This design comes from an exercise in tuning for small area, a short achievable clock period and few clock cycles on the open sky130 flow, not from production work. Where RTL was checked, it was by simulation tests only, not by an equivalence proof against the original. The RTL of run 2 was laid out without a check of its function. Power and IR drop assume default switching activity.

[flow/flow/run.sh]
#!/bin/bash
# Standard ORFS layout, with repair_timing aiming for extra setup slack
set -euo pipefail
bash standard.sh SETUP_SLACK_MARGIN=6.5 finish > standard_flow.log 2>&1
[flow/standard.sh]
#!/bin/bash
# synth_recipe.tcl (not shown) runs the flow's synth.tcl, then flattens the netlist and writes it again
# the make line also repeats each setting of config.mk as NAME=value (left out here)
make -C /OpenROAD-flow-scripts/flow DESIGN_CONFIG=/design/flow/config.mk WORK_HOME=/design/flow/orfs CLKGATE_MAP_FILE= SYNTH_SCRIPT=/design/flow/synth_recipe.tcl "${@:-finish}"
[flow/config.mk]
export PLATFORM = sky130hd
export DESIGN_NAME = cpu_top
export DESIGN_NICKNAME = cpu_top
export VERILOG_FILES = /design/flow/design.v
export SDC_FILE = /design/flow/constraint.sdc
export NUM_CORES = 4
export LEC_CHECK = 0
export CAP_MARGIN = 20
export CORE_MARGIN = 2
export CORE_UTILIZATION = 40
export SLEW_MARGIN = 20
[flow/constraint.sdc]
create_clock -name core_clock -period 10.0 [get_ports {clk}]
set_input_delay 2.0000 -clock core_clock [delete_from_list [all_inputs] [get_ports {clk}]]
set_output_delay 2.0000 -clock core_clock [all_outputs]
set_load 0.01 [all_outputs]
[flow/design.v]
`default_nettype none
package cpu_isa_pkg;
	typedef logic [15:0] word_t;
	typedef logic [3:0] reg_idx_t;
	typedef enum logic [3:0] {
		HALT  = 4'h0,
		MOV   = 4'h1,
		MOVNZ = 4'h2,
		MOVEZ = 4'h3,
		BUS   = 4'h4,
		MEMR  = 4'h5,
		SET   = 4'h6,
		MEMW  = 4'h7,
		AND   = 4'h8,
		OR    = 4'h9,
		XOR   = 4'hA,
		ADD   = 4'hB,
		SHFT  = 4'hC,
		MUL   = 4'hD,
		GT    = 4'hE,
		EQ    = 4'hF
	} opcode_e;
	typedef struct packed {
		reg_idx_t cond;
		reg_idx_t dst;
		reg_idx_t src;
		opcode_e  op;
	} insn_fields_t;
	typedef struct packed {
		logic       shift_left;
		logic [2:0] shift_amt;
		reg_idx_t   dst;
		reg_idx_t   src;
		opcode_e    op;
	} insn_shift_t;
	typedef union packed {
		insn_fields_t fields;
		insn_shift_t  shift;
	} insn_u;
endpackage
`default_nettype wire
`default_nettype none
package cpu_core_pkg;
	localparam int NUM_REGS = 16;
	localparam int MEM_ADDR_W = 15;
	localparam int PC_W = 16;
	typedef logic [MEM_ADDR_W-1:0] mem_addr_t;
endpackage
`default_nettype wire
`timescale 1ns/10ps
`default_nettype none
module cpu_regfile (
	input  logic                  clk,
	input  logic                  mem_read_ready_stor_reset,
	input  cpu_isa_pkg::reg_idx_t ra_idx,
	output cpu_isa_pkg::word_t    ra_data,
	input  cpu_isa_pkg::reg_idx_t rb_idx,
	output cpu_isa_pkg::word_t    rb_data,
	input  cpu_isa_pkg::reg_idx_t wr_idx,
	input  cpu_isa_pkg::word_t    wr_data,
	input  logic                  wr_en
);
	cpu_isa_pkg::word_t regs [cpu_core_pkg::NUM_REGS];
	cpu_isa_pkg::word_t wd;
	assign wd = mem_read_ready_stor_reset ? '0 : wr_data;
	always_ff @(posedge clk) begin
		for (int i = 0; i < cpu_core_pkg::NUM_REGS; i++) begin
			if (mem_read_ready_stor_reset || (wr_en && wr_idx == 4'(i))) begin
				regs[i] <= wd;
			end
		end
	end
	logic [cpu_core_pkg::NUM_REGS-1:0] ra_sel;
	logic [cpu_core_pkg::NUM_REGS-1:0] rb_sel;
	always_comb begin
		ra_data = '0;
		rb_data = '0;
		for (int i = 0; i < cpu_core_pkg::NUM_REGS; i++) begin
			ra_sel[i] = (ra_idx == 4'(i));
			rb_sel[i] = (rb_idx == 4'(i));
			ra_data = ra_data | (regs[i] & {16{ra_sel[i]}});
			rb_data = rb_data | (regs[i] & {16{rb_sel[i]}});
		end
	end
endmodule
`default_nettype wire
`timescale 1ns/10ps
`default_nettype none
module cpu_alu (
	input  cpu_isa_pkg::word_t op_a,
	input  cpu_isa_pkg::word_t op_b,
	input  cpu_isa_pkg::insn_u insn,
	output cpu_isa_pkg::word_t mul_ls,
	output cpu_isa_pkg::word_t mul_lc,
	output logic [7:0]         mul_hs,
	output logic [7:0]         mul_hc,
	input  cpu_isa_pkg::word_t mul_ls_q,
	input  cpu_isa_pkg::word_t mul_lc_q,
	input  logic [7:0]         mul_hs_q,
	input  logic [7:0]         mul_hc_q,
	output cpu_isa_pkg::word_t result
);
	cpu_isa_pkg::word_t product;
	cpu_mul_p1 cpu_mul_p1_i (
		.a  (op_a),
		.b  (op_b),
		.ls (mul_ls),
		.lc (mul_lc),
		.hs (mul_hs),
		.hc (mul_hc)
	);
	cpu_mul_p2 cpu_mul_p2_i (
		.ls (mul_ls_q),
		.lc (mul_lc_q),
		.hs (mul_hs_q),
		.hc (mul_hc_q),
		.y  (product)
	);
	always_comb begin
		result = '0;
		case (insn.fields.op)
			cpu_isa_pkg::AND: result = op_a & op_b;
			cpu_isa_pkg::OR:  result = op_a | op_b;
			cpu_isa_pkg::XOR: result = op_a ^ op_b;
			cpu_isa_pkg::ADD: result = op_a + op_b;
			cpu_isa_pkg::MUL: result = product;
			cpu_isa_pkg::GT:  result = (op_a > op_b) ? 16'hFFFF : 16'h0000;
			cpu_isa_pkg::EQ:  result = (op_a == op_b) ? 16'hFFFF : 16'h0000;
			cpu_isa_pkg::SHFT: begin
				if (insn.shift.shift_left) begin
					result = op_a << insn.shift.shift_amt;
				end else begin
					result = op_a >> insn.shift.shift_amt;
				end
			end
			default: result = op_a;
		endcase
	end
endmodule
`default_nettype wire
`timescale 1ns/10ps
`default_nettype none
module cpu_mul_p1 (
	input  logic [15:0] a,
	input  logic [15:0] b,
	output logic [15:0] ls,
	output logic [15:0] lc,
	output logic [7:0]  hs,
	output logic [7:0]  hc
);
	logic p1_0;
	assign p1_0 = a[0] & b[0];
	logic p1_1;
	assign p1_1 = a[1] & b[0];
	logic p1_2;
	assign p1_2 = a[2] & b[0];
	logic p1_3;
	assign p1_3 = a[3] & b[0];
	logic p1_4;
	assign p1_4 = a[4] & b[0];
	logic p1_5;
	assign p1_5 = a[5] & b[0];
	logic p1_6;
	assign p1_6 = a[6] & b[0];
	logic p1_7;
	assign p1_7 = a[7] & b[0];
	logic p1_8;
	assign p1_8 = a[8] & b[0];
	logic p1_9;
	assign p1_9 = a[9] & b[0];
	logic p1_10;
	assign p1_10 = a[10] & b[0];
	logic p1_11;
	assign p1_11 = a[11] & b[0];
	logic p1_12;
	assign p1_12 = a[12] & b[0];
	logic p1_13;
	assign p1_13 = a[13] & b[0];
	logic p1_14;
	assign p1_14 = a[14] & b[0];
	logic p1_15;
	assign p1_15 = a[15] & b[0];
	logic p1_16;
	assign p1_16 = a[0] & b[1];
	logic p1_17;
	assign p1_17 = a[1] & b[1];
	logic p1_18;
	assign p1_18 = a[2] & b[1];
	logic p1_19;
	assign p1_19 = a[3] & b[1];
	logic p1_20;
	assign p1_20 = a[4] & b[1];
	logic p1_21;
	assign p1_21 = a[5] & b[1];
	logic p1_22;
	assign p1_22 = a[6] & b[1];
	logic p1_23;
	assign p1_23 = a[7] & b[1];
	logic p1_24;
	assign p1_24 = a[8] & b[1];
	logic p1_25;
	assign p1_25 = a[9] & b[1];
	logic p1_26;
	assign p1_26 = a[10] & b[1];
	logic p1_27;
	assign p1_27 = a[11] & b[1];
	logic p1_28;
	assign p1_28 = a[12] & b[1];
	logic p1_29;
	assign p1_29 = a[13] & b[1];
	logic p1_30;
	assign p1_30 = a[14] & b[1];
	logic p1_31;
	assign p1_31 = a[0] & b[2];
	logic p1_32;
	assign p1_32 = a[1] & b[2];
	logic p1_33;
	assign p1_33 = a[2] & b[2];
	logic p1_34;
	assign p1_34 = a[3] & b[2];
	logic p1_35;
	assign p1_35 = a[4] & b[2];
	logic p1_36;
	assign p1_36 = a[5] & b[2];
	logic p1_37;
	assign p1_37 = a[6] & b[2];
	logic p1_38;
	assign p1_38 = a[7] & b[2];
	logic p1_39;
	assign p1_39 = a[8] & b[2];
	logic p1_40;
	assign p1_40 = a[9] & b[2];
	logic p1_41;
	assign p1_41 = a[10] & b[2];
	logic p1_42;
	assign p1_42 = a[11] & b[2];
	logic p1_43;
	assign p1_43 = a[12] & b[2];
	logic p1_44;
	assign p1_44 = a[13] & b[2];
	logic p1_45;
	assign p1_45 = a[0] & b[3];
	logic p1_46;
	assign p1_46 = a[1] & b[3];
	logic p1_47;
	assign p1_47 = a[2] & b[3];
	logic p1_48;
	assign p1_48 = a[3] & b[3];
	logic p1_49;
	assign p1_49 = a[4] & b[3];
	logic p1_50;
	assign p1_50 = a[5] & b[3];
	logic p1_51;
	assign p1_51 = a[6] & b[3];
	logic p1_52;
	assign p1_52 = a[7] & b[3];
	logic p1_53;
	assign p1_53 = a[8] & b[3];
	logic p1_54;
	assign p1_54 = a[9] & b[3];
	logic p1_55;
	assign p1_55 = a[10] & b[3];
	logic p1_56;
	assign p1_56 = a[11] & b[3];
	logic p1_57;
	assign p1_57 = a[12] & b[3];
	logic p1_58;
	assign p1_58 = a[0] & b[4];
	logic p1_59;
	assign p1_59 = a[1] & b[4];
	logic p1_60;
	assign p1_60 = a[2] & b[4];
	logic p1_61;
	assign p1_61 = a[3] & b[4];
	logic p1_62;
	assign p1_62 = a[4] & b[4];
	logic p1_63;
	assign p1_63 = a[5] & b[4];
	logic p1_64;
	assign p1_64 = a[6] & b[4];
	logic p1_65;
	assign p1_65 = a[7] & b[4];
	logic p1_66;
	assign p1_66 = a[8] & b[4];
	logic p1_67;
	assign p1_67 = a[9] & b[4];
	logic p1_68;
	assign p1_68 = a[10] & b[4];
	logic p1_69;
	assign p1_69 = a[11] & b[4];
	logic p1_70;
	assign p1_70 = a[0] & b[5];
	logic p1_71;
	assign p1_71 = a[1] & b[5];
	logic p1_72;
	assign p1_72 = a[2] & b[5];
	logic p1_73;
	assign p1_73 = a[3] & b[5];
	logic p1_74;
	assign p1_74 = a[4] & b[5];
	logic p1_75;
	assign p1_75 = a[5] & b[5];
	logic p1_76;
	assign p1_76 = a[6] & b[5];
	logic p1_77;
	assign p1_77 = a[7] & b[5];
	logic p1_78;
	assign p1_78 = a[8] & b[5];
	logic p1_79;
	assign p1_79 = a[9] & b[5];
	logic p1_80;
	assign p1_80 = a[10] & b[5];
	logic p1_81;
	assign p1_81 = a[0] & b[6];
	logic p1_82;
	assign p1_82 = a[1] & b[6];
	logic p1_83;
	assign p1_83 = a[2] & b[6];
	logic p1_84;
	assign p1_84 = a[3] & b[6];
	logic p1_85;
	assign p1_85 = a[4] & b[6];
	logic p1_86;
	assign p1_86 = a[5] & b[6];
	logic p1_87;
	assign p1_87 = a[6] & b[6];
	logic p1_88;
	assign p1_88 = a[7] & b[6];
	logic p1_89;
	assign p1_89 = a[8] & b[6];
	logic p1_90;
	assign p1_90 = a[9] & b[6];
	logic p1_91;
	assign p1_91 = a[0] & b[7];
	logic p1_92;
	assign p1_92 = a[1] & b[7];
	logic p1_93;
	assign p1_93 = a[2] & b[7];
	logic p1_94;
	assign p1_94 = a[3] & b[7];
	logic p1_95;
	assign p1_95 = a[4] & b[7];
	logic p1_96;
	assign p1_96 = a[5] & b[7];
	logic p1_97;
	assign p1_97 = a[6] & b[7];
	logic p1_98;
	assign p1_98 = a[7] & b[7];
	logic p1_99;
	assign p1_99 = a[8] & b[7];
	logic p1_100;
	assign p1_100 = p1_6 ^ p1_21;
	logic p1_101;
	assign p1_101 = p1_6 & p1_21;
	logic p1_102;
	assign p1_102 = p1_7 ^ p1_22 ^ p1_36;
	logic p1_103;
	assign p1_103 = (p1_7 & p1_22) | (p1_7 & p1_36) | (p1_22 & p1_36);
	logic p1_104;
	assign p1_104 = p1_49 ^ p1_61;
	logic p1_105;
	assign p1_105 = p1_49 & p1_61;
	logic p1_106;
	assign p1_106 = p1_8 ^ p1_23 ^ p1_37;
	logic p1_107;
	assign p1_107 = (p1_8 & p1_23) | (p1_8 & p1_37) | (p1_23 & p1_37);
	logic p1_108;
	assign p1_108 = p1_50 ^ p1_62 ^ p1_73;
	logic p1_109;
	assign p1_109 = (p1_50 & p1_62) | (p1_50 & p1_73) | (p1_62 & p1_73);
	logic p1_110;
	assign p1_110 = p1_9 ^ p1_24 ^ p1_38;
	logic p1_111;
	assign p1_111 = (p1_9 & p1_24) | (p1_9 & p1_38) | (p1_24 & p1_38);
	logic p1_112;
	assign p1_112 = p1_51 ^ p1_63 ^ p1_74;
	logic p1_113;
	assign p1_113 = (p1_51 & p1_63) | (p1_51 & p1_74) | (p1_63 & p1_74);
	logic p1_114;
	assign p1_114 = p1_10 ^ p1_25 ^ p1_39;
	logic p1_115;
	assign p1_115 = (p1_10 & p1_25) | (p1_10 & p1_39) | (p1_25 & p1_39);
	logic p1_116;
	assign p1_116 = p1_52 ^ p1_64 ^ p1_75;
	logic p1_117;
	assign p1_117 = (p1_52 & p1_64) | (p1_52 & p1_75) | (p1_64 & p1_75);
	logic p1_118;
	assign p1_118 = p1_11 ^ p1_26 ^ p1_40;
	logic p1_119;
	assign p1_119 = (p1_11 & p1_26) | (p1_11 & p1_40) | (p1_26 & p1_40);
	logic p1_120;
	assign p1_120 = p1_53 ^ p1_65 ^ p1_76;
	logic p1_121;
	assign p1_121 = (p1_53 & p1_65) | (p1_53 & p1_76) | (p1_65 & p1_76);
	logic p1_122;
	assign p1_122 = p1_12 ^ p1_27 ^ p1_41;
	logic p1_123;
	assign p1_123 = (p1_12 & p1_27) | (p1_12 & p1_41) | (p1_27 & p1_41);
	logic p1_124;
	assign p1_124 = p1_54 ^ p1_66 ^ p1_77;
	logic p1_125;
	assign p1_125 = (p1_54 & p1_66) | (p1_54 & p1_77) | (p1_66 & p1_77);
	logic p1_126;
	assign p1_126 = p1_13 ^ p1_28 ^ p1_42;
	logic p1_127;
	assign p1_127 = (p1_13 & p1_28) | (p1_13 & p1_42) | (p1_28 & p1_42);
	logic p1_128;
	assign p1_128 = p1_55 ^ p1_67 ^ p1_78;
	logic p1_129;
	assign p1_129 = (p1_55 & p1_67) | (p1_55 & p1_78) | (p1_67 & p1_78);
	logic p1_130;
	assign p1_130 = p1_14 ^ p1_29 ^ p1_43;
	logic p1_131;
	assign p1_131 = (p1_14 & p1_29) | (p1_14 & p1_43) | (p1_29 & p1_43);
	logic p1_132;
	assign p1_132 = p1_56 ^ p1_68 ^ p1_79;
	logic p1_133;
	assign p1_133 = (p1_56 & p1_68) | (p1_56 & p1_79) | (p1_68 & p1_79);
	logic p1_134;
	assign p1_134 = p1_15 ^ p1_30 ^ p1_44;
	logic p1_135;
	assign p1_135 = p1_57 ^ p1_69 ^ p1_80;
	logic p1_136;
	assign p1_136 = p1_4 ^ p1_19;
	logic p1_137;
	assign p1_137 = p1_4 & p1_19;
	logic p1_138;
	assign p1_138 = p1_5 ^ p1_20 ^ p1_34;
	logic p1_139;
	assign p1_139 = (p1_5 & p1_20) | (p1_5 & p1_34) | (p1_20 & p1_34);
	logic p1_140;
	assign p1_140 = p1_47 ^ p1_59;
	logic p1_141;
	assign p1_141 = p1_47 & p1_59;
	logic p1_142;
	assign p1_142 = p1_100 ^ p1_35 ^ p1_48;
	logic p1_143;
	assign p1_143 = (p1_100 & p1_35) | (p1_100 & p1_48) | (p1_35 & p1_48);
	logic p1_144;
	assign p1_144 = p1_60 ^ p1_71 ^ p1_81;
	logic p1_145;
	assign p1_145 = (p1_60 & p1_71) | (p1_60 & p1_81) | (p1_71 & p1_81);
	logic p1_146;
	assign p1_146 = p1_101 ^ p1_102 ^ p1_104;
	logic p1_147;
	assign p1_147 = (p1_101 & p1_102) | (p1_101 & p1_104) | (p1_102 & p1_104);
	logic p1_148;
	assign p1_148 = p1_72 ^ p1_82 ^ p1_91;
	logic p1_149;
	assign p1_149 = (p1_72 & p1_82) | (p1_72 & p1_91) | (p1_82 & p1_91);
	logic p1_150;
	assign p1_150 = p1_103 ^ p1_105 ^ p1_106;
	logic p1_151;
	assign p1_151 = (p1_103 & p1_105) | (p1_103 & p1_106) | (p1_105 & p1_106);
	logic p1_152;
	assign p1_152 = p1_108 ^ p1_83 ^ p1_92;
	logic p1_153;
	assign p1_153 = (p1_108 & p1_83) | (p1_108 & p1_92) | (p1_83 & p1_92);
	logic p1_154;
	assign p1_154 = p1_107 ^ p1_109 ^ p1_110;
	logic p1_155;
	assign p1_155 = (p1_107 & p1_109) | (p1_107 & p1_110) | (p1_109 & p1_110);
	logic p1_156;
	assign p1_156 = p1_112 ^ p1_84 ^ p1_93;
	logic p1_157;
	assign p1_157 = (p1_112 & p1_84) | (p1_112 & p1_93) | (p1_84 & p1_93);
	logic p1_158;
	assign p1_158 = p1_111 ^ p1_113 ^ p1_114;
	logic p1_159;
	assign p1_159 = (p1_111 & p1_113) | (p1_111 & p1_114) | (p1_113 & p1_114);
	logic p1_160;
	assign p1_160 = p1_116 ^ p1_85 ^ p1_94;
	logic p1_161;
	assign p1_161 = (p1_116 & p1_85) | (p1_116 & p1_94) | (p1_85 & p1_94);
	logic p1_162;
	assign p1_162 = p1_115 ^ p1_117 ^ p1_118;
	logic p1_163;
	assign p1_163 = (p1_115 & p1_117) | (p1_115 & p1_118) | (p1_117 & p1_118);
	logic p1_164;
	assign p1_164 = p1_120 ^ p1_86 ^ p1_95;
	logic p1_165;
	assign p1_165 = (p1_120 & p1_86) | (p1_120 & p1_95) | (p1_86 & p1_95);
	logic p1_166;
	assign p1_166 = p1_119 ^ p1_121 ^ p1_122;
	logic p1_167;
	assign p1_167 = (p1_119 & p1_121) | (p1_119 & p1_122) | (p1_121 & p1_122);
	logic p1_168;
	assign p1_168 = p1_124 ^ p1_87 ^ p1_96;
	logic p1_169;
	assign p1_169 = (p1_124 & p1_87) | (p1_124 & p1_96) | (p1_87 & p1_96);
	logic p1_170;
	assign p1_170 = p1_123 ^ p1_125 ^ p1_126;
	logic p1_171;
	assign p1_171 = (p1_123 & p1_125) | (p1_123 & p1_126) | (p1_125 & p1_126);
	logic p1_172;
	assign p1_172 = p1_128 ^ p1_88 ^ p1_97;
	logic p1_173;
	assign p1_173 = (p1_128 & p1_88) | (p1_128 & p1_97) | (p1_88 & p1_97);
	logic p1_174;
	assign p1_174 = p1_127 ^ p1_129 ^ p1_130;
	logic p1_175;
	assign p1_175 = (p1_127 & p1_129) | (p1_127 & p1_130) | (p1_129 & p1_130);
	logic p1_176;
	assign p1_176 = p1_132 ^ p1_89 ^ p1_98;
	logic p1_177;
	assign p1_177 = (p1_132 & p1_89) | (p1_132 & p1_98) | (p1_89 & p1_98);
	logic p1_178;
	assign p1_178 = p1_131 ^ p1_133 ^ p1_134;
	logic p1_179;
	assign p1_179 = p1_135 ^ p1_90 ^ p1_99;
	logic p1_180;
	assign p1_180 = p1_3 ^ p1_18;
	logic p1_181;
	assign p1_181 = p1_3 & p1_18;
	logic p1_182;
	assign p1_182 = p1_136 ^ p1_33 ^ p1_46;
	logic p1_183;
	assign p1_183 = (p1_136 & p1_33) | (p1_136 & p1_46) | (p1_33 & p1_46);
	logic p1_184;
	assign p1_184 = p1_137 ^ p1_138 ^ p1_140;
	logic p1_185;
	assign p1_185 = (p1_137 & p1_138) | (p1_137 & p1_140) | (p1_138 & p1_140);
	logic p1_186;
	assign p1_186 = p1_139 ^ p1_141 ^ p1_142;
	logic p1_187;
	assign p1_187 = (p1_139 & p1_141) | (p1_139 & p1_142) | (p1_141 & p1_142);
	logic p1_188;
	assign p1_188 = p1_143 ^ p1_145 ^ p1_146;
	logic p1_189;
	assign p1_189 = (p1_143 & p1_145) | (p1_143 & p1_146) | (p1_145 & p1_146);
	logic p1_190;
	assign p1_190 = p1_147 ^ p1_149 ^ p1_150;
	logic p1_191;
	assign p1_191 = (p1_147 & p1_149) | (p1_147 & p1_150) | (p1_149 & p1_150);
	logic p1_192;
	assign p1_192 = p1_151 ^ p1_153 ^ p1_154;
	logic p1_193;
	assign p1_193 = (p1_151 & p1_153) | (p1_151 & p1_154) | (p1_153 & p1_154);
	logic p1_194;
	assign p1_194 = p1_155 ^ p1_157 ^ p1_158;
	logic p1_195;
	assign p1_195 = (p1_155 & p1_157) | (p1_155 & p1_158) | (p1_157 & p1_158);
	logic p1_196;
	assign p1_196 = p1_159 ^ p1_161 ^ p1_162;
	logic p1_197;
	assign p1_197 = (p1_159 & p1_161) | (p1_159 & p1_162) | (p1_161 & p1_162);
	logic p1_198;
	assign p1_198 = p1_163 ^ p1_165 ^ p1_166;
	logic p1_199;
	assign p1_199 = (p1_163 & p1_165) | (p1_163 & p1_166) | (p1_165 & p1_166);
	logic p1_200;
	assign p1_200 = p1_167 ^ p1_169 ^ p1_170;
	logic p1_201;
	assign p1_201 = (p1_167 & p1_169) | (p1_167 & p1_170) | (p1_169 & p1_170);
	logic p1_202;
	assign p1_202 = p1_171 ^ p1_173 ^ p1_174;
	logic p1_203;
	assign p1_203 = (p1_171 & p1_173) | (p1_171 & p1_174) | (p1_173 & p1_174);
	logic p1_204;
	assign p1_204 = p1_175 ^ p1_177 ^ p1_178;
	logic p1_205;
	assign p1_205 = p1_2 ^ p1_17;
	logic p1_206;
	assign p1_206 = p1_2 & p1_17;
	logic p1_207;
	assign p1_207 = p1_180 ^ p1_32 ^ p1_45;
	logic p1_208;
	assign p1_208 = (p1_180 & p1_32) | (p1_180 & p1_45) | (p1_32 & p1_45);
	logic p1_209;
	assign p1_209 = p1_181 ^ p1_182 ^ p1_58;
	logic p1_210;
	assign p1_210 = (p1_181 & p1_182) | (p1_181 & p1_58) | (p1_182 & p1_58);
	logic p1_211;
	assign p1_211 = p1_183 ^ p1_184 ^ p1_70;
	logic p1_212;
	assign p1_212 = (p1_183 & p1_184) | (p1_183 & p1_70) | (p1_184 & p1_70);
	logic p1_213;
	assign p1_213 = p1_185 ^ p1_186 ^ p1_144;
	logic p1_214;
	assign p1_214 = (p1_185 & p1_186) | (p1_185 & p1_144) | (p1_186 & p1_144);
	logic p1_215;
	assign p1_215 = p1_187 ^ p1_188 ^ p1_148;
	logic p1_216;
	assign p1_216 = (p1_187 & p1_188) | (p1_187 & p1_148) | (p1_188 & p1_148);
	logic p1_217;
	assign p1_217 = p1_189 ^ p1_190 ^ p1_152;
	logic p1_218;
	assign p1_218 = (p1_189 & p1_190) | (p1_189 & p1_152) | (p1_190 & p1_152);
	logic p1_219;
	assign p1_219 = p1_191 ^ p1_192 ^ p1_156;
	logic p1_220;
	assign p1_220 = (p1_191 & p1_192) | (p1_191 & p1_156) | (p1_192 & p1_156);
	logic p1_221;
	assign p1_221 = p1_193 ^ p1_194 ^ p1_160;
	logic p1_222;
	assign p1_222 = (p1_193 & p1_194) | (p1_193 & p1_160) | (p1_194 & p1_160);
	logic p1_223;
	assign p1_223 = p1_195 ^ p1_196 ^ p1_164;
	logic p1_224;
	assign p1_224 = (p1_195 & p1_196) | (p1_195 & p1_164) | (p1_196 & p1_164);
	logic p1_225;
	assign p1_225 = p1_197 ^ p1_198 ^ p1_168;
	logic p1_226;
	assign p1_226 = (p1_197 & p1_198) | (p1_197 & p1_168) | (p1_198 & p1_168);
	logic p1_227;
	assign p1_227 = p1_199 ^ p1_200 ^ p1_172;
	logic p1_228;
	assign p1_228 = (p1_199 & p1_200) | (p1_199 & p1_172) | (p1_200 & p1_172);
	logic p1_229;
	assign p1_229 = p1_201 ^ p1_202 ^ p1_176;
	logic p1_230;
	assign p1_230 = (p1_201 & p1_202) | (p1_201 & p1_176) | (p1_202 & p1_176);
	logic p1_231;
	assign p1_231 = p1_203 ^ p1_204 ^ p1_179;
	logic p1_232;
	assign p1_232 = a[0] & b[8];
	logic p1_233;
	assign p1_233 = a[1] & b[8];
	logic p1_234;
	assign p1_234 = a[2] & b[8];
	logic p1_235;
	assign p1_235 = a[3] & b[8];
	logic p1_236;
	assign p1_236 = a[4] & b[8];
	logic p1_237;
	assign p1_237 = a[5] & b[8];
	logic p1_238;
	assign p1_238 = a[6] & b[8];
	logic p1_239;
	assign p1_239 = a[7] & b[8];
	logic p1_240;
	assign p1_240 = a[0] & b[9];
	logic p1_241;
	assign p1_241 = a[1] & b[9];
	logic p1_242;
	assign p1_242 = a[2] & b[9];
	logic p1_243;
	assign p1_243 = a[3] & b[9];
	logic p1_244;
	assign p1_244 = a[4] & b[9];
	logic p1_245;
	assign p1_245 = a[5] & b[9];
	logic p1_246;
	assign p1_246 = a[6] & b[9];
	logic p1_247;
	assign p1_247 = a[0] & b[10];
	logic p1_248;
	assign p1_248 = a[1] & b[10];
	logic p1_249;
	assign p1_249 = a[2] & b[10];
	logic p1_250;
	assign p1_250 = a[3] & b[10];
	logic p1_251;
	assign p1_251 = a[4] & b[10];
	logic p1_252;
	assign p1_252 = a[5] & b[10];
	logic p1_253;
	assign p1_253 = a[0] & b[11];
	logic p1_254;
	assign p1_254 = a[1] & b[11];
	logic p1_255;
	assign p1_255 = a[2] & b[11];
	logic p1_256;
	assign p1_256 = a[3] & b[11];
	logic p1_257;
	assign p1_257 = a[4] & b[11];
	logic p1_258;
	assign p1_258 = a[0] & b[12];
	logic p1_259;
	assign p1_259 = a[1] & b[12];
	logic p1_260;
	assign p1_260 = a[2] & b[12];
	logic p1_261;
	assign p1_261 = a[3] & b[12];
	logic p1_262;
	assign p1_262 = a[0] & b[13];
	logic p1_263;
	assign p1_263 = a[1] & b[13];
	logic p1_264;
	assign p1_264 = a[2] & b[13];
	logic p1_265;
	assign p1_265 = a[0] & b[14];
	logic p1_266;
	assign p1_266 = a[1] & b[14];
	logic p1_267;
	assign p1_267 = a[0] & b[15];
	logic p1_268;
	assign p1_268 = p1_238 ^ p1_245;
	logic p1_269;
	assign p1_269 = p1_238 & p1_245;
	logic p1_270;
	assign p1_270 = p1_239 ^ p1_246 ^ p1_252;
	logic p1_271;
	assign p1_271 = p1_257 ^ p1_261;
	logic p1_272;
	assign p1_272 = p1_236 ^ p1_243;
	logic p1_273;
	assign p1_273 = p1_236 & p1_243;
	logic p1_274;
	assign p1_274 = p1_237 ^ p1_244 ^ p1_250;
	logic p1_275;
	assign p1_275 = (p1_237 & p1_244) | (p1_237 & p1_250) | (p1_244 & p1_250);
	logic p1_276;
	assign p1_276 = p1_255 ^ p1_259;
	logic p1_277;
	assign p1_277 = p1_255 & p1_259;
	logic p1_278;
	assign p1_278 = p1_268 ^ p1_251 ^ p1_256;
	logic p1_279;
	assign p1_279 = (p1_268 & p1_251) | (p1_268 & p1_256) | (p1_251 & p1_256);
	logic p1_280;
	assign p1_280 = p1_260 ^ p1_263 ^ p1_265;
	logic p1_281;
	assign p1_281 = (p1_260 & p1_263) | (p1_260 & p1_265) | (p1_263 & p1_265);
	logic p1_282;
	assign p1_282 = p1_269 ^ p1_270 ^ p1_271;
	logic p1_283;
	assign p1_283 = p1_264 ^ p1_266 ^ p1_267;
	logic p1_284;
	assign p1_284 = p1_235 ^ p1_242;
	logic p1_285;
	assign p1_285 = p1_235 & p1_242;
	logic p1_286;
	assign p1_286 = p1_272 ^ p1_249 ^ p1_254;
	logic p1_287;
	assign p1_287 = (p1_272 & p1_249) | (p1_272 & p1_254) | (p1_249 & p1_254);
	logic p1_288;
	assign p1_288 = p1_273 ^ p1_274 ^ p1_276;
	logic p1_289;
	assign p1_289 = (p1_273 & p1_274) | (p1_273 & p1_276) | (p1_274 & p1_276);
	logic p1_290;
	assign p1_290 = p1_275 ^ p1_277 ^ p1_278;
	logic p1_291;
	assign p1_291 = (p1_275 & p1_277) | (p1_275 & p1_278) | (p1_277 & p1_278);
	logic p1_292;
	assign p1_292 = p1_279 ^ p1_281 ^ p1_282;
	logic p1_293;
	assign p1_293 = p1_234 ^ p1_241;
	logic p1_294;
	assign p1_294 = p1_234 & p1_241;
	logic p1_295;
	assign p1_295 = p1_284 ^ p1_248 ^ p1_253;
	logic p1_296;
	assign p1_296 = (p1_284 & p1_248) | (p1_284 & p1_253) | (p1_248 & p1_253);
	logic p1_297;
	assign p1_297 = p1_285 ^ p1_286 ^ p1_258;
	logic p1_298;
	assign p1_298 = (p1_285 & p1_286) | (p1_285 & p1_258) | (p1_286 & p1_258);
	logic p1_299;
	assign p1_299 = p1_287 ^ p1_288 ^ p1_262;
	logic p1_300;
	assign p1_300 = (p1_287 & p1_288) | (p1_287 & p1_262) | (p1_288 & p1_262);
	logic p1_301;
	assign p1_301 = p1_289 ^ p1_290 ^ p1_280;
	logic p1_302;
	assign p1_302 = (p1_289 & p1_290) | (p1_289 & p1_280) | (p1_290 & p1_280);
	logic p1_303;
	assign p1_303 = p1_291 ^ p1_292 ^ p1_283;
	assign ls = {p1_230, p1_228, p1_226, p1_224, p1_222, p1_220, p1_218, p1_216, p1_214, p1_212, p1_210, p1_208, p1_206, p1_205, p1_1, p1_0};
	assign lc = {p1_231, p1_229, p1_227, p1_225, p1_223, p1_221, p1_219, p1_217, p1_215, p1_213, p1_211, p1_209, p1_207, p1_31, p1_16, 1'b0};
	assign hs = {p1_302, p1_300, p1_298, p1_296, p1_294, p1_293, p1_233, p1_232};
	assign hc = {p1_303, p1_301, p1_299, p1_297, p1_295, p1_247, p1_240, 1'b0};
endmodule
module cpu_mul_p2 (
	input  logic [15:0] ls,
	input  logic [15:0] lc,
	input  logic [7:0]  hs,
	input  logic [7:0]  hc,
	output logic [15:0] y
);
	logic p2_0;
	assign p2_0 = ls[8] ^ lc[8];
	logic p2_1;
	assign p2_1 = ls[8] & lc[8];
	logic p2_2;
	assign p2_2 = ls[9] ^ lc[9] ^ hs[1];
	logic p2_3;
	assign p2_3 = (ls[9] & lc[9]) | (ls[9] & hs[1]) | (lc[9] & hs[1]);
	logic p2_4;
	assign p2_4 = ls[10] ^ lc[10] ^ hs[2];
	logic p2_5;
	assign p2_5 = (ls[10] & lc[10]) | (ls[10] & hs[2]) | (lc[10] & hs[2]);
	logic p2_6;
	assign p2_6 = ls[11] ^ lc[11] ^ hs[3];
	logic p2_7;
	assign p2_7 = (ls[11] & lc[11]) | (ls[11] & hs[3]) | (lc[11] & hs[3]);
	logic p2_8;
	assign p2_8 = ls[12] ^ lc[12] ^ hs[4];
	logic p2_9;
	assign p2_9 = (ls[12] & lc[12]) | (ls[12] & hs[4]) | (lc[12] & hs[4]);
	logic p2_10;
	assign p2_10 = ls[13] ^ lc[13] ^ hs[5];
	logic p2_11;
	assign p2_11 = (ls[13] & lc[13]) | (ls[13] & hs[5]) | (lc[13] & hs[5]);
	logic p2_12;
	assign p2_12 = ls[14] ^ lc[14] ^ hs[6];
	logic p2_13;
	assign p2_13 = (ls[14] & lc[14]) | (ls[14] & hs[6]) | (lc[14] & hs[6]);
	logic p2_14;
	assign p2_14 = ls[15] ^ lc[15] ^ hs[7];
	logic p2_15;
	assign p2_15 = p2_0 ^ hs[0];
	logic p2_16;
	assign p2_16 = p2_0 & hs[0];
	logic p2_17;
	assign p2_17 = p2_1 ^ p2_2 ^ hc[1];
	logic p2_18;
	assign p2_18 = (p2_1 & p2_2) | (p2_1 & hc[1]) | (p2_2 & hc[1]);
	logic p2_19;
	assign p2_19 = p2_3 ^ p2_4 ^ hc[2];
	logic p2_20;
	assign p2_20 = (p2_3 & p2_4) | (p2_3 & hc[2]) | (p2_4 & hc[2]);
	logic p2_21;
	assign p2_21 = p2_5 ^ p2_6 ^ hc[3];
	logic p2_22;
	assign p2_22 = (p2_5 & p2_6) | (p2_5 & hc[3]) | (p2_6 & hc[3]);
	logic p2_23;
	assign p2_23 = p2_7 ^ p2_8 ^ hc[4];
	logic p2_24;
	assign p2_24 = (p2_7 & p2_8) | (p2_7 & hc[4]) | (p2_8 & hc[4]);
	logic p2_25;
	assign p2_25 = p2_9 ^ p2_10 ^ hc[5];
	logic p2_26;
	assign p2_26 = (p2_9 & p2_10) | (p2_9 & hc[5]) | (p2_10 & hc[5]);
	logic p2_27;
	assign p2_27 = p2_11 ^ p2_12 ^ hc[6];
	logic p2_28;
	assign p2_28 = (p2_11 & p2_12) | (p2_11 & hc[6]) | (p2_12 & hc[6]);
	logic p2_29;
	assign p2_29 = p2_13 ^ p2_14 ^ hc[7];
	logic p2_30;
	assign p2_30 = ls[0] & lc[0];
	logic p2_31;
	assign p2_31 = ls[0] ^ lc[0];
	logic p2_32;
	assign p2_32 = ls[1] & lc[1];
	logic p2_33;
	assign p2_33 = ls[1] ^ lc[1];
	logic p2_34;
	assign p2_34 = ls[2] & lc[2];
	logic p2_35;
	assign p2_35 = ls[2] ^ lc[2];
	logic p2_36;
	assign p2_36 = ls[3] & lc[3];
	logic p2_37;
	assign p2_37 = ls[3] ^ lc[3];
	logic p2_38;
	assign p2_38 = ls[4] & lc[4];
	logic p2_39;
	assign p2_39 = ls[4] ^ lc[4];
	logic p2_40;
	assign p2_40 = ls[5] & lc[5];
	logic p2_41;
	assign p2_41 = ls[5] ^ lc[5];
	logic p2_42;
	assign p2_42 = ls[6] & lc[6];
	logic p2_43;
	assign p2_43 = ls[6] ^ lc[6];
	logic p2_44;
	assign p2_44 = ls[7] & lc[7];
	logic p2_45;
	assign p2_45 = ls[7] ^ lc[7];
	logic p2_46;
	assign p2_46 = p2_15 & hc[0];
	logic p2_47;
	assign p2_47 = p2_15 ^ hc[0];
	logic p2_48;
	assign p2_48 = p2_16 & p2_17;
	logic p2_49;
	assign p2_49 = p2_16 ^ p2_17;
	logic p2_50;
	assign p2_50 = p2_18 & p2_19;
	logic p2_51;
	assign p2_51 = p2_18 ^ p2_19;
	logic p2_52;
	assign p2_52 = p2_20 & p2_21;
	logic p2_53;
	assign p2_53 = p2_20 ^ p2_21;
	logic p2_54;
	assign p2_54 = p2_22 & p2_23;
	logic p2_55;
	assign p2_55 = p2_22 ^ p2_23;
	logic p2_56;
	assign p2_56 = p2_24 & p2_25;
	logic p2_57;
	assign p2_57 = p2_24 ^ p2_25;
	logic p2_58;
	assign p2_58 = p2_26 & p2_27;
	logic p2_59;
	assign p2_59 = p2_26 ^ p2_27;
	logic p2_60;
	assign p2_60 = p2_28 & p2_29;
	logic p2_61;
	assign p2_61 = p2_28 ^ p2_29;
	logic p2_62;
	assign p2_62 = p2_32 | (p2_33 & p2_30);
	logic p2_63;
	assign p2_63 = p2_33 & p2_31;
	logic p2_64;
	assign p2_64 = p2_36 | (p2_37 & p2_34);
	logic p2_65;
	assign p2_65 = p2_37 & p2_35;
	logic p2_66;
	assign p2_66 = p2_40 | (p2_41 & p2_38);
	logic p2_67;
	assign p2_67 = p2_41 & p2_39;
	logic p2_68;
	assign p2_68 = p2_44 | (p2_45 & p2_42);
	logic p2_69;
	assign p2_69 = p2_45 & p2_43;
	logic p2_70;
	assign p2_70 = p2_48 | (p2_49 & p2_46);
	logic p2_71;
	assign p2_71 = p2_49 & p2_47;
	logic p2_72;
	assign p2_72 = p2_52 | (p2_53 & p2_50);
	logic p2_73;
	assign p2_73 = p2_53 & p2_51;
	logic p2_74;
	assign p2_74 = p2_56 | (p2_57 & p2_54);
	logic p2_75;
	assign p2_75 = p2_57 & p2_55;
	logic p2_76;
	assign p2_76 = p2_60 | (p2_61 & p2_58);
	logic p2_77;
	assign p2_77 = p2_61 & p2_59;
	logic p2_78;
	assign p2_78 = p2_34 | (p2_35 & p2_62);
	logic p2_79;
	assign p2_79 = p2_35 & p2_63;
	logic p2_80;
	assign p2_80 = p2_64 | (p2_65 & p2_62);
	logic p2_81;
	assign p2_81 = p2_65 & p2_63;
	logic p2_82;
	assign p2_82 = p2_42 | (p2_43 & p2_66);
	logic p2_83;
	assign p2_83 = p2_43 & p2_67;
	logic p2_84;
	assign p2_84 = p2_68 | (p2_69 & p2_66);
	logic p2_85;
	assign p2_85 = p2_69 & p2_67;
	logic p2_86;
	assign p2_86 = p2_50 | (p2_51 & p2_70);
	logic p2_87;
	assign p2_87 = p2_51 & p2_71;
	logic p2_88;
	assign p2_88 = p2_72 | (p2_73 & p2_70);
	logic p2_89;
	assign p2_89 = p2_73 & p2_71;
	logic p2_90;
	assign p2_90 = p2_58 | (p2_59 & p2_74);
	logic p2_91;
	assign p2_91 = p2_59 & p2_75;
	logic p2_92;
	assign p2_92 = p2_76 | (p2_77 & p2_74);
	logic p2_93;
	assign p2_93 = p2_77 & p2_75;
	logic p2_94;
	assign p2_94 = p2_38 | (p2_39 & p2_80);
	logic p2_95;
	assign p2_95 = p2_39 & p2_81;
	logic p2_96;
	assign p2_96 = p2_66 | (p2_67 & p2_80);
	logic p2_97;
	assign p2_97 = p2_67 & p2_81;
	logic p2_98;
	assign p2_98 = p2_82 | (p2_83 & p2_80);
	logic p2_99;
	assign p2_99 = p2_83 & p2_81;
	logic p2_100;
	assign p2_100 = p2_84 | (p2_85 & p2_80);
	logic p2_101;
	assign p2_101 = p2_85 & p2_81;
	logic p2_102;
	assign p2_102 = p2_54 | (p2_55 & p2_88);
	logic p2_103;
	assign p2_103 = p2_55 & p2_89;
	logic p2_104;
	assign p2_104 = p2_74 | (p2_75 & p2_88);
	logic p2_105;
	assign p2_105 = p2_75 & p2_89;
	logic p2_106;
	assign p2_106 = p2_90 | (p2_91 & p2_88);
	logic p2_107;
	assign p2_107 = p2_91 & p2_89;
	logic p2_108;
	assign p2_108 = p2_92 | (p2_93 & p2_88);
	logic p2_109;
	assign p2_109 = p2_93 & p2_89;
	logic p2_110;
	assign p2_110 = p2_46 | (p2_47 & p2_100);
	logic p2_111;
	assign p2_111 = p2_47 & p2_101;
	logic p2_112;
	assign p2_112 = p2_70 | (p2_71 & p2_100);
	logic p2_113;
	assign p2_113 = p2_71 & p2_101;
	logic p2_114;
	assign p2_114 = p2_86 | (p2_87 & p2_100);
	logic p2_115;
	assign p2_115 = p2_87 & p2_101;
	logic p2_116;
	assign p2_116 = p2_88 | (p2_89 & p2_100);
	logic p2_117;
	assign p2_117 = p2_89 & p2_101;
	logic p2_118;
	assign p2_118 = p2_102 | (p2_103 & p2_100);
	logic p2_119;
	assign p2_119 = p2_103 & p2_101;
	logic p2_120;
	assign p2_120 = p2_104 | (p2_105 & p2_100);
	logic p2_121;
	assign p2_121 = p2_105 & p2_101;
	logic p2_122;
	assign p2_122 = p2_106 | (p2_107 & p2_100);
	logic p2_123;
	assign p2_123 = p2_107 & p2_101;
	logic p2_124;
	assign p2_124 = p2_108 | (p2_109 & p2_100);
	logic p2_125;
	assign p2_125 = p2_109 & p2_101;
	logic p2_126;
	assign p2_126 = p2_33 ^ p2_30;
	logic p2_127;
	assign p2_127 = p2_35 ^ p2_62;
	logic p2_128;
	assign p2_128 = p2_37 ^ p2_78;
	logic p2_129;
	assign p2_129 = p2_39 ^ p2_80;
	logic p2_130;
	assign p2_130 = p2_41 ^ p2_94;
	logic p2_131;
	assign p2_131 = p2_43 ^ p2_96;
	logic p2_132;
	assign p2_132 = p2_45 ^ p2_98;
	logic p2_133;
	assign p2_133 = p2_47 ^ p2_100;
	logic p2_134;
	assign p2_134 = p2_49 ^ p2_110;
	logic p2_135;
	assign p2_135 = p2_51 ^ p2_112;
	logic p2_136;
	assign p2_136 = p2_53 ^ p2_114;
	logic p2_137;
	assign p2_137 = p2_55 ^ p2_116;
	logic p2_138;
	assign p2_138 = p2_57 ^ p2_118;
	logic p2_139;
	assign p2_139 = p2_59 ^ p2_120;
	logic p2_140;
	assign p2_140 = p2_61 ^ p2_122;
	assign y = {p2_140, p2_139, p2_138, p2_137, p2_136, p2_135, p2_134, p2_133, p2_132, p2_131, p2_130, p2_129, p2_128, p2_127, p2_126, p2_31};
endmodule
`default_nettype wire
`timescale 1ns/10ps
`default_nettype none
module cpu_control (
	input  logic                    clk,
	input  logic                    mem_read_ready_stor_reset,
	output cpu_isa_pkg::word_t      prog_addr,
	input  cpu_isa_pkg::word_t      prog_data,
	output cpu_isa_pkg::reg_idx_t   ra_idx,
	input  cpu_isa_pkg::word_t      ra_data,
	output cpu_isa_pkg::reg_idx_t   rb_idx,
	input  cpu_isa_pkg::word_t      rb_data,
	output cpu_isa_pkg::reg_idx_t   wr_idx,
	output cpu_isa_pkg::word_t      wr_data,
	output logic                    wr_en,
	output cpu_isa_pkg::insn_u      alu_insn,
	output cpu_isa_pkg::word_t      alu_a,
	output cpu_isa_pkg::word_t      alu_b,
	input  cpu_isa_pkg::word_t      alu_result,
	input  cpu_isa_pkg::word_t      mul_ls,
	input  cpu_isa_pkg::word_t      mul_lc,
	input  logic [7:0]              mul_hs,
	input  logic [7:0]              mul_hc,
	output cpu_isa_pkg::word_t      mul_ls_q,
	output cpu_isa_pkg::word_t      mul_lc_q,
	output logic [7:0]              mul_hs_q,
	output logic [7:0]              mul_hc_q,
	output logic                    mem_req,
	output logic                    mem_we,
	output cpu_core_pkg::mem_addr_t mem_addr,
	output cpu_isa_pkg::word_t      mem_wdata,
	input  cpu_isa_pkg::word_t      mem_rdata,
	input  logic                    mem_ready,
	output logic                    halted
);
	cpu_isa_pkg::word_t pc_q;
	cpu_isa_pkg::insn_u ir_d;
	cpu_isa_pkg::insn_u ir_x;
	cpu_isa_pkg::word_t opa_q;
	cpu_isa_pkg::word_t opb_q;
	logic req_q;
	logic we_q;
	logic halt_pend_q;
	logic halted_q;
	logic mul_ph_q;
	cpu_isa_pkg::word_t ls_q;
	cpu_isa_pkg::word_t lc_q;
	logic [7:0] hs_q;
	logic [7:0] hc_q;
	logic mul_wait;
	cpu_isa_pkg::opcode_e d_op;
	cpu_isa_pkg::opcode_e x_op;
	logic d_set;
	logic d_mem;
	logic f_halt;
	logic stall;
	logic cond_hit;
	logic x_wr;
	cpu_isa_pkg::word_t fwd_a;
	cpu_isa_pkg::word_t fwd_b;
	assign d_op = ir_d.fields.op;
	assign x_op = ir_x.fields.op;
	assign d_set = (d_op == cpu_isa_pkg::SET);
	assign d_mem = (d_op == cpu_isa_pkg::MEMR) || (d_op == cpu_isa_pkg::MEMW);
	assign f_halt = !d_set &&
		((prog_data[3:0] == cpu_isa_pkg::HALT) || (prog_data[3:0] == cpu_isa_pkg::BUS));
	assign mul_wait = (x_op == cpu_isa_pkg::MUL) && !mul_ph_q;
	assign stall = (req_q && !mem_ready) || mul_wait;
	assign cond_hit = (x_op == cpu_isa_pkg::MOVNZ) ? (opb_q != '0) : (opb_q == '0);
	always_comb begin
		case (x_op)
			cpu_isa_pkg::HALT, cpu_isa_pkg::BUS, cpu_isa_pkg::MEMW: x_wr = 1'b0;
			cpu_isa_pkg::MOVNZ, cpu_isa_pkg::MOVEZ: x_wr = cond_hit;
			default: x_wr = 1'b1;
		endcase
	end
	assign wr_en = x_wr && !mul_wait;
	assign wr_idx = ir_x.fields.dst;
	assign wr_data = (x_op == cpu_isa_pkg::MEMR) ? mem_rdata : alu_result;
	assign ra_idx = ir_d.fields.src;
	assign rb_idx = ir_d.fields.cond;
	assign fwd_a = (x_wr && ir_x.fields.dst == ir_d.fields.src) ? wr_data : ra_data;
	assign fwd_b = (x_wr && ir_x.fields.dst == ir_d.fields.cond) ? wr_data : rb_data;
	always_ff @(posedge clk) begin
		if (mem_read_ready_stor_reset) begin
			pc_q <= '0;
			ir_d.fields.op <= cpu_isa_pkg::HALT;
			ir_x.fields.op <= cpu_isa_pkg::HALT;
			req_q <= 1'b0;
			we_q <= 1'b0;
			halt_pend_q <= 1'b0;
			halted_q <= 1'b0;
			mul_ph_q <= 1'b0;
		end else begin
			mul_ph_q <= (x_op == cpu_isa_pkg::MUL) && !mul_ph_q;
			if (!stall) begin
				ir_x <= ir_d;
				req_q <= d_mem;
				we_q <= (d_op == cpu_isa_pkg::MEMW);
				ir_d[15:4] <= prog_data[15:4];
				if (d_set || f_halt || halt_pend_q || halted_q) begin
					ir_d.fields.op <= cpu_isa_pkg::HALT;
				end else begin
					ir_d.fields.op <= cpu_isa_pkg::opcode_e'(prog_data[3:0]);
				end
				if (!f_halt && !halt_pend_q && !halted_q) begin
					pc_q <= pc_q + 16'd1;
				end
				if (f_halt) begin
					halt_pend_q <= 1'b1;
				end
				if (halt_pend_q) begin
					halted_q <= 1'b1;
				end
			end
		end
	end
	always_ff @(posedge clk) begin
		if (!stall) begin
			opa_q <= d_set ? prog_data : fwd_a;
			opb_q <= fwd_b;
		end
	end
	always_ff @(posedge clk) begin
		ls_q <= mul_ls;
		lc_q <= mul_lc;
		hs_q <= mul_hs;
		hc_q <= mul_hc;
	end
	assign mul_ls_q = ls_q;
	assign mul_lc_q = lc_q;
	assign mul_hs_q = hs_q;
	assign mul_hc_q = hc_q;
	assign alu_insn = ir_x;
	assign alu_a = opa_q;
	assign alu_b = opb_q;
	assign prog_addr = pc_q;
	assign mem_req = req_q;
	assign mem_we = we_q;
	assign mem_addr = opa_q[cpu_core_pkg::MEM_ADDR_W-1:0];
	assign mem_wdata = opb_q;
	assign halted = halted_q;
endmodule
`default_nettype wire
`timescale 1ns/10ps
`default_nettype none
module cpu_top (
	input  logic                    clk,
	input  logic                    mem_read_ready_stor_reset,
	output cpu_isa_pkg::word_t      prog_addr,
	input  cpu_isa_pkg::word_t      prog_data,
	output logic                    mem_req,
	output logic                    mem_we,
	output cpu_core_pkg::mem_addr_t mem_addr,
	output cpu_isa_pkg::word_t      mem_wdata,
	input  cpu_isa_pkg::word_t      mem_rdata,
	input  logic                    mem_ready,
	output logic                    halted
);
	cpu_isa_pkg::reg_idx_t ra_idx;
	cpu_isa_pkg::word_t ra_data;
	cpu_isa_pkg::reg_idx_t rb_idx;
	cpu_isa_pkg::word_t rb_data;
	cpu_isa_pkg::reg_idx_t wr_idx;
	cpu_isa_pkg::word_t wr_data;
	logic wr_en;
	cpu_isa_pkg::insn_u alu_insn;
	cpu_isa_pkg::word_t alu_result;
	cpu_isa_pkg::word_t mul_ls;
	cpu_isa_pkg::word_t mul_lc;
	cpu_isa_pkg::word_t mul_ls_q;
	cpu_isa_pkg::word_t mul_lc_q;
	logic [7:0] mul_hs;
	logic [7:0] mul_hc;
	logic [7:0] mul_hs_q;
	logic [7:0] mul_hc_q;
	cpu_isa_pkg::word_t alu_a;
	cpu_isa_pkg::word_t alu_b;
	cpu_control cpu_control_i (
		.clk                       (clk),
		.mem_read_ready_stor_reset (mem_read_ready_stor_reset),
		.prog_addr                 (prog_addr),
		.prog_data                 (prog_data),
		.ra_idx                    (ra_idx),
		.ra_data                   (ra_data),
		.rb_idx                    (rb_idx),
		.rb_data                   (rb_data),
		.wr_idx                    (wr_idx),
		.wr_data                   (wr_data),
		.wr_en                     (wr_en),
		.alu_insn                  (alu_insn),
		.alu_a                     (alu_a),
		.alu_b                     (alu_b),
		.alu_result                (alu_result),
		.mul_ls                    (mul_ls),
		.mul_lc                    (mul_lc),
		.mul_hs                    (mul_hs),
		.mul_hc                    (mul_hc),
		.mul_ls_q                  (mul_ls_q),
		.mul_lc_q                  (mul_lc_q),
		.mul_hs_q                  (mul_hs_q),
		.mul_hc_q                  (mul_hc_q),
		.mem_req                   (mem_req),
		.mem_we                    (mem_we),
		.mem_addr                  (mem_addr),
		.mem_wdata                 (mem_wdata),
		.mem_rdata                 (mem_rdata),
		.mem_ready                 (mem_ready),
		.halted                    (halted)
	);
	cpu_regfile cpu_regfile_i (
		.clk                       (clk),
		.mem_read_ready_stor_reset (mem_read_ready_stor_reset),
		.ra_idx                    (ra_idx),
		.ra_data                   (ra_data),
		.rb_idx                    (rb_idx),
		.rb_data                   (rb_data),
		.wr_idx                    (wr_idx),
		.wr_data                   (wr_data),
		.wr_en                     (wr_en)
	);
	cpu_alu cpu_alu_i (
		.op_a    (alu_a),
		.op_b    (alu_b),
		.insn    (alu_insn),
		.mul_ls   (mul_ls),
		.mul_lc   (mul_lc),
		.mul_hs   (mul_hs),
		.mul_hc   (mul_hc),
		.mul_ls_q (mul_ls_q),
		.mul_lc_q (mul_lc_q),
		.mul_hs_q (mul_hs_q),
		.mul_hc_q (mul_hc_q),
		.result  (alu_result)
	);
endmodule
`default_nettype wire
==> results of run 1 <==
==> final cells by class <==
type | count | area, um^2 | share of cell area (%)
timing repair buffer | 269 | 2512 | 9.149
clock buffer | 46 | 1097 | 3.996
clock inverter | 32 | 239.0 | 0.8702
inverter | 148 | 588.1 | 2.141
multi-input combinational | 1316 | 11330 | 41.27
sequential | 383 | 10760 | 39.17
tap | 748 | 935.9 | 3.408
==> power by group through the flow <==
stage | logic (W) | clock network [W] | registers [W]
after floorplan | 0.00112 | 0 | 0.00213
after global placement | 0.00179 | 0 | 0.00220
after detailed placement | 0.00180 | 0 | 0.00221
after CTS | 0.00221 | 0.00155 | 0.00212
after global routing | 0.00246 | 0.00162 | 0.00215
final | 0.00231 | 0.00153 | 0.00213
==> registers in the layout, summed over array words and instances, names as in the netlist, 7 cells and up <==
name	cells
cpu_control_i.hc_q	7
cpu_control_i.hs_q	8
cpu_control_i.ir_d	16
cpu_control_i.ir_x	12
cpu_control_i.lc_q	15
cpu_control_i.ls_q	16
cpu_control_i.opa_q	16
cpu_control_i.opb_q	16
cpu_control_i.pc_q	16
cpu_regfile_i.regs	256
==> per-stage QoR <==
stage | util (%) | hold WS [ns] | cells | power (W) | setup slack (ns)
floorplan | - | 0.4003 | 1986 | 0.003247 | 6.506
global placement | 43.90 | 0.4037 | 2741 | 0.003997 | 5.292
detailed placement | 43.94 | 0.4099 | 2742 | 0.004008 | 5.190
CTS | 48.93 | 0.4264 | 2905 | 0.005887 | 6.282
global route | 49.94 | 0.4343 | 2942 | 0.006227 | 6.292
finish | 49.94 | 0.4255 | 2942 | 0.005969 | 6.388
==> worst max-delay path, delay by kind of cell (launching register included) <==
family          cells  cell delay (ns)
compound gates      6             1.19
buf+inv             4             0.35
flops               1             0.33
fa+ha+maj           3             1.33
simple gates        1             0.16
==> cells by family after synthesis <==
group / after synthesis / synth area share, %
AOI/OAI and AO/OA: 524 / 17.59
xor gates and xnor gates: 63 / 2.486
adders and majority gates: 158 / 11.68
buffers and inverters: 290 / 5.338
DFF: 383 / 48.43
muxes: 49 / 2.926
and+or+nand+nor: 519 / 11.54
==> cells in the final DEF (no fill, tap or decap), drive strengths merged, types with 35 or more instances in the layout <==
cell	n
nand4	37
inv	143
xnor2	41
a22o	81
buf	186
ha	76
edfxtp	308
a221oi	82
o21ai	51
dlygate4sd2	45
nand3	35
dfxtp	75
nor2	193
a22oi	105
nand2	111
a21oi	75
fa	82
clkbuf	47
==> routing by layer <==
layer	vias up	share of wire, %
met4	4	6.1
met3	371	13
li1	7832	-
met2	1543	45
met5	-	0.036
met1	9173	36
==> what timing repair did <==
item / in CTS / in global routing
pin swaps: 38 / 34
hold buffers: 0 / 0
hold endpoints to repair: 0 / 0
endpoints found under the setup margin: 573 / 425
gates resized for setup: 196 / 47
gates cloned: 3 / 1
setup buffers: 82 / 36
==> path summary, 6_finish.rpt <==
path,start,end,slack [ns],cells past startpoint
hold reg to reg,cpu_control_i.ir_d[8]$_DFFE_PP_,cpu_control_i.ir_x[8]$_DFFE_PP_,0.43,0
hold / removal,cpu_control_i.ir_d[8]$_DFFE_PP_,cpu_control_i.ir_x[8]$_DFFE_PP_,0.43,0
setup / recovery,cpu_control_i.ls_q[9]$_DFF_P_,cpu_control_i.opb_q[11]$_DFFE_PN_,6.39,14
setup reg to reg,cpu_control_i.ls_q[9]$_DFF_P_,cpu_control_i.opb_q[11]$_DFFE_PN_,6.39,14
==> impl_metrics.env, run 1 <==
export IMPL_worst_path_max_delay_cell="fa_1"
export IMPL_status="no timing/DRC/antenna violations"
export IMPL_worst_pin_slew_ns=1.213
export IMPL_grt_pass1_vias=18480
export IMPL_synth_most_common_cell="edfxtp_1"
export IMPL_drv_cap=0
export IMPL_nets=2354
export IMPL_start_util_pct=40.37
export IMPL_dieHeight_um=239.6
export IMPL_end_kind="register"
export IMPL_critPathMaxStageDelay_ns=0.55
export IMPL_slew_violations=0
export IMPL_drt_pass1_iter_count=7
export IMPL_grt_pass1_wl_um=127100
export IMPL_die_w_um=239.6
export IMPL_synth_cells=1986
export IMPL_power_density_mw_per_mm2=217.3
export IMPL_ys_seq_elements=383
export IMPL_global_route_usage_met2_pct=48.63
export IMPL_vdd_ir_drop_max_uv=145.7
export IMPL_synth_top_cell_area_share_pct=41.67
export IMPL_cts_max_path_buffers=3
export IMPL_clk_pin_slew_worst_paths_ns=0.07
export IMPL_wl_per_cell_um=30.42
export IMPL_io_pin_count=85
export IMPL_row_count=86
export IMPL_p_int_w=0.003745
export IMPL_insertion_delay_ns=0.60
export IMPL_p_leak_nw=10.50
export IMPL_slew_headroom_pct=19.07
export IMPL_core_mm2=0.05499
export IMPL_cts_tree="done"
export IMPL_drt_total_wl_um=89490
export IMPL_sequentialPowerShare_pct=35.7
export IMPL_syn2layout_area_growth_pct=23.72
export IMPL_crit_chain="fa_1, inv_1, fa_1, inv_2, ha_4, and2_4, o2111ai_4, o21a_4, a311oi_2, o211ai_1, a21oi_2, buf_6, buf_6, a21oi_2"
export IMPL_top_usage_layer="met2"
export IMPL_power_share_clock_pct=25.7
export IMPL_ys_types=81
export IMPL_power_frac_comb_pct=38.6
export IMPL_antenna_left=0
export IMPL_numCtsBuffers=43
export IMPL_synth_area_leaders="edfxtp_1 42%, fa_1 7.4%, dfxtp_1 6.8%, ha_1 4.3%, a22oi_1 3.6%"
export IMPL_clkSinkCount=383
export IMPL_gp_congestion=0.9524
export IMPL_setup_viol=0
export IMPL_grt_max_degree=65
export IMPL_synth_seq_area_share_pct=48.43
export IMPL_fin_skew_ns=0.04620
export IMPL_met3_usage_pct=8.113
export IMPL_hpwl_um=56210
export IMPL_ctsRootBufferMaster="clkbuf_16"
export IMPL_swShare_pct=37.26
export IMPL_avgSynthCellArea_um2=11.18
export IMPL_grt_met1_usage_pct=38.78
export IMPL_fmax_mhz=276.9
export IMPL_ys_flop_type="edfxtp_1"
export IMPL_hold_viol_final=0
export IMPL_cp_arrival_ns=3.94
export IMPL_setup_tns_ns=0
export IMPL_syn_nets=2179
export IMPL_final_cell_area_mm2=0.02746
export IMPL_diodes=0
export IMPL_start_kind="register"
export IMPL_netlist_area_mm2=0.02220
export IMPL_drtIter0Drc=2773
export IMPL_finalCritPeriodShare_pct=36.12
export IMPL_synth_warnings=4
export IMPL_synth_edf_count=308
export IMPL_path_class="register to register"
export IMPL_drc=0
export IMPL_htree_levels=2
export IMPL_rsz0062_at_grt="true"
export IMPL_crit_fanout=3
export IMPL_track_usage_pct=30.78
export IMPL_required_ns=10.33
export IMPL_place_area_mm2=0.02416
export IMPL_nFillCells=4879
export IMPL_synth_top_cells_by_count="308 x edfxtp_1, 190 x nor2_1, 142 x inv_1"
export IMPL_portBuffers=84
export IMPL_async_flop_share_pct=0
export IMPL_period_needed_ns=3.612
export IMPL_via_per_inst=6.432
export IMPL_drive_above_1_share_pct=20.15
export IMPL_grt_overflow_total=0
export IMPL_power_switching_w=0.002224
export IMPL_min_path_type="register to register"
export IMPL_antenna_found_initial=3
export IMPL_dieArea_mm2=0.05739
export IMPL_dr_total_vias=18920
export IMPL_yosys_area_top_type="edfxtp_1"
Testbench counts, summed over its fixed seeds: cycles 12,249.
==> inputs of run 2 (changes only) <==
--- a/flow/design.v
+++ b/flow/design.v
@@ -1096,2 +1096,7 @@
 	logic we_q;
+	cpu_core_pkg::mem_addr_t maddr_q;
+	cpu_isa_pkg::word_t mwdata_q;
+	logic mem_busy;
+	logic x_stall;
+	logic d_block;
 	logic halt_pend_q;
@@ -1121,3 +1126,6 @@
 	assign mul_wait = (x_op == cpu_isa_pkg::MUL) && !mul_ph_q;
-	assign stall = (req_q && !mem_ready) || mul_wait;
+	assign mem_busy = req_q && !mem_ready;
+	assign x_stall = ((x_op == cpu_isa_pkg::MEMR) && !mem_ready) || mul_wait;
+	assign d_block = d_mem && mem_busy;
+	assign stall = x_stall || d_block;
 	assign cond_hit = (x_op == cpu_isa_pkg::MOVNZ) ? (opb_q != '0) : (opb_q == '0);
@@ -1143,3 +1151,2 @@
 			req_q <= 1'b0;
-			we_q <= 1'b0;
 			halt_pend_q <= 1'b0;
@@ -1149,6 +1156,12 @@
 			mul_ph_q <= (x_op == cpu_isa_pkg::MUL) && !mul_ph_q;
+			if (!x_stall && d_block) begin
+				ir_x.fields.op <= cpu_isa_pkg::HALT;
+			end
+			if (!stall && d_mem) begin
+				req_q <= 1'b1;
+			end else if (mem_ready) begin
+				req_q <= 1'b0;
+			end
 			if (!stall) begin
 				ir_x <= ir_d;
-				req_q <= d_mem;
-				we_q <= (d_op == cpu_isa_pkg::MEMW);
 				ir_d[15:4] <= prog_data[15:4];
@@ -1165,3 +1178,3 @@
 				end
-				if (halt_pend_q) begin
+				if (halt_pend_q && !mem_busy) begin
 					halted_q <= 1'b1;
@@ -1172,5 +1185,12 @@
 	always_ff @(posedge clk) begin
-		if (!stall) begin
-			opa_q <= d_set ? prog_data : fwd_a;
-			opb_q <= fwd_b;
+		if (mem_read_ready_stor_reset) begin
+			we_q <= 1'b0;
+		end else if (!stall && d_mem) begin
+			we_q <= (d_op == cpu_isa_pkg::MEMW);
+		end
+	end
+	always_ff @(posedge clk) begin
+		if (!stall && d_mem) begin
+			maddr_q <= fwd_a[cpu_core_pkg::MEM_ADDR_W-1:0];
+			mwdata_q <= fwd_b;
 		end
@@ -1178,2 +1198,6 @@
 	always_ff @(posedge clk) begin
+		opa_q <= d_set ? prog_data : fwd_a;
+		opb_q <= fwd_b;
+	end
+	always_ff @(posedge clk) begin
 		ls_q <= mul_ls;
@@ -1193,4 +1217,4 @@
 	assign mem_we = we_q;
-	assign mem_addr = opa_q[cpu_core_pkg::MEM_ADDR_W-1:0];
-	assign mem_wdata = opb_q;
+	assign mem_addr = maddr_q;
+	assign mem_wdata = mwdata_q;
 	assign halted = halted_q;
==> flow/flow/run.sh (replaced) <==
#!/bin/bash
# Standard ORFS layout, with repair_timing aiming for extra setup slack and
# plain buffers (instead of delay cells) on the ports
set -euo pipefail
bash standard.sh SETUP_SLACK_MARGIN=6.5 "BUFFER_PORTS_ARGS=-buffer_cell sky130_fd_sc_hd__buf_2" finish > standard_flow.log 2>&1
==> run 2 against run 1 <==
Count of clock-buffer cells in the layout grew 16. First-iteration DRC count shrank 10%. Via count grew 0.42%.
==> impl_metrics.env, run 2 <==
export IMPL_yosys_area_top_type="edfxtp_1"
export IMPL_async_flop_share_pct=0
export IMPL_grt_max_degree=57
export IMPL_slew_violations=0
export IMPL_crit_cells=14
export IMPL_min_delay_path_depth=0
export IMPL_synth_cells=2050
export IMPL_diodes=0
export IMPL_rsz0062_at_grt="true"
export IMPL_core_mm2=0.05650
export IMPL_crit_fanout=16
export IMPL_dieHeight_um=243.2
export IMPL_syn2layout_area_growth_pct=21.68
export IMPL_portBuffers=84
export IMPL_largest_reg_flops=256
export IMPL_antenna_found_initial=0
export IMPL_path_class="register to register"
export IMPL_synth_top_cell_area_share_pct=40.27
export IMPL_critPathMaxStageDelay_ns=0.54
export IMPL_fmax_mhz=269.7
export IMPL_drc=0
export IMPL_synth_most_common_cell="edfxtp_1"
export IMPL_insertion_delay_ns=0.62
export IMPL_row_count=87
export IMPL_cts_max_path_buffers=3
export IMPL_grt_pass1_vias=19020
export IMPL_worstHoldEndpoint="cpu_control_i.ir_x[11]$_DFFE_PP_"
export IMPL_min_path_type="register to register"
export IMPL_synth_area_leaders="edfxtp_1 40%, dfxtp_1 9.4%, fa_1 7.2%, a22oi_1 5.2%, ha_1 4.2%"
export IMPL_finalCritPeriodShare_pct=37.08
export IMPL_setup_tns_ns=0
export IMPL_avgSynthCellArea_um2=11.17
export IMPL_crit_chain="fa_1, inv_2, fa_1, inv_2, ha_4, o211ai_1, o21bai_2, buf_4, nand2_4, xnor2_4, a221oi_4, a31oi_4, a21oi_4, nor2_4"
export IMPL_drtIter0Drc=2485
export IMPL_status="no timing/DRC/antenna violations"
export IMPL_grt_pass1_wl_um=129100
export IMPL_p_leak_nw=10.56
export IMPL_vdd_ir_drop_max_uv=209.1
export IMPL_period_needed_ns=3.708
export IMPL_drt_pass1_iter_count=7
export IMPL_ctsRootBufferMaster="clkbuf_16"
export IMPL_die_w_um=243.2
export IMPL_regMostFlops="cpu_regfile_i.regs"
export IMPL_numCtsBuffers=46
export IMPL_drive_above_1_share_pct=23.09
export IMPL_syn_nets=2243
export IMPL_synth_top_cells_by_count="307 x edfxtp_1, 207 x nor2_1, 160 x a22oi_1"
export IMPL_cp_num_buf_inv=3
export IMPL_clkSinkCount=414
-- run 2: area by class of cell --
| class | instances | area, um^2 | area share (%) |
|---|---|---|---|
| clock buffers | 62 | 1252 | 4.496 |
| clock inverters | 20 | 265.3 | 0.9523 |
| inverters | 153 | 626.9 | 2.250 |
| multi-input cells | 1372 | 11680 | 41.92 |
| flip-flops and latches | 414 | 11410 | 40.97 |
| well taps | 756 | 945.9 | 3.396 |
| repair buffers | 209 | 1675 | 6.014 |
-- run 2: timing repair --
action,4_1_cts,5_1_grt
cloned,5,0
gates resized for setup,164,87
endpoints found under the hold margin,0,0
pin swaps,28,39
endpoints found under the setup margin,578,493
buffers inserted,40,22
-- run 2: power by group --
group	switching (W)	leakage [nW]	internal, W	total, W
Clock	0.000724	0.721	0.000990	0.00171
Combinational	0.00141	5.85	0.000926	0.00233
Sequential	0.000186	4.00	0.00212	0.00231
-- run 2: through the flow --
step / instance area [um^2] / std cells / worst slack [ns] / hold slack, ns / utilization (%)
6_report: 27860 / 2986 / 6.292 / 0.4169 / 49.31
3_5_place_dp: 24510 / 2836 / 5.407 / 0.4123 / 43.39
2_1_floorplan: 22910 / 2050 / 6.192 / 0.4003 / -
3_3_place_gp: 24480 / 2835 / 5.594 / 0.4061 / 43.34
4_1_cts: 27220 / 2963 / 6.303 / 0.4180 / 48.18
5_1_grt: 27860 / 2986 / 6.181 / 0.4374 / 49.31
-- run 2: worst max-delay path by stage --
stage / start / to
floorplan: mem_ready / cpu_control_i.pc_q[14]$_SDFFE_PP0P_
global placement: cpu_control_i.opa_q[9]$_DFF_P_ / cpu_regfile_i.regs[13][14]$_DFFE_PP_
detailed placement: cpu_control_i.opa_q[9]$_DFF_P_ / cpu_regfile_i.regs[0][14]$_DFFE_PP_
CTS: cpu_control_i.hs_q[2]$_DFF_P_ / cpu_control_i.opa_q[12]$_DFF_P_
global route: cpu_control_i.hs_q[1]$_DFF_P_ / cpu_regfile_i.regs[10][10]$_DFFE_PP_
finish: cpu_control_i.hs_q[1]$_DFF_P_ / cpu_regfile_i.regs[13][10]$_DFFE_PP_
-- run 2: cells by family after synthesis --
logic type / synth area share [%]
buffers and inverters: 4.591
AND/OR/NAND/NOR: 11.26
XOR/XNOR: 2.410
multiplexers: 3.230
adder cells (fa/ha/maj): 11.32
AO/OA/AOI/OAI: 17.55
flip-flops: 49.63
-- run 2: layer usage --
layer / GRT usage [%] / part of all wire [%]
met1: 36.31 / 36
met2: 48.84 / 47
met3: 7.674 / 11
met4: 15.64 / 5.9
met5: 0 / 0
-- run 2: worst register-to-register path, delay by kind of cell, from the launching register on --
kind                       cells  cell delay (ns)
DFF                            1             0.32
and+or+nand+nor                2             0.21
AOI/OAI and AO/OA              5             1.16
xor gates and xnor gates       1             0.17
buffers and inverters          3             0.26
adders and majority gates      3             1.30

Setup slack of run 2, layout unchanged: 6.292 ns with ideal ports, 6.292 ns with driving cells assumed (clock clkbuf_16, inputs buf_2), 5.850 ns with port delays also shifted by the 0.666 ns mid clock arrival.
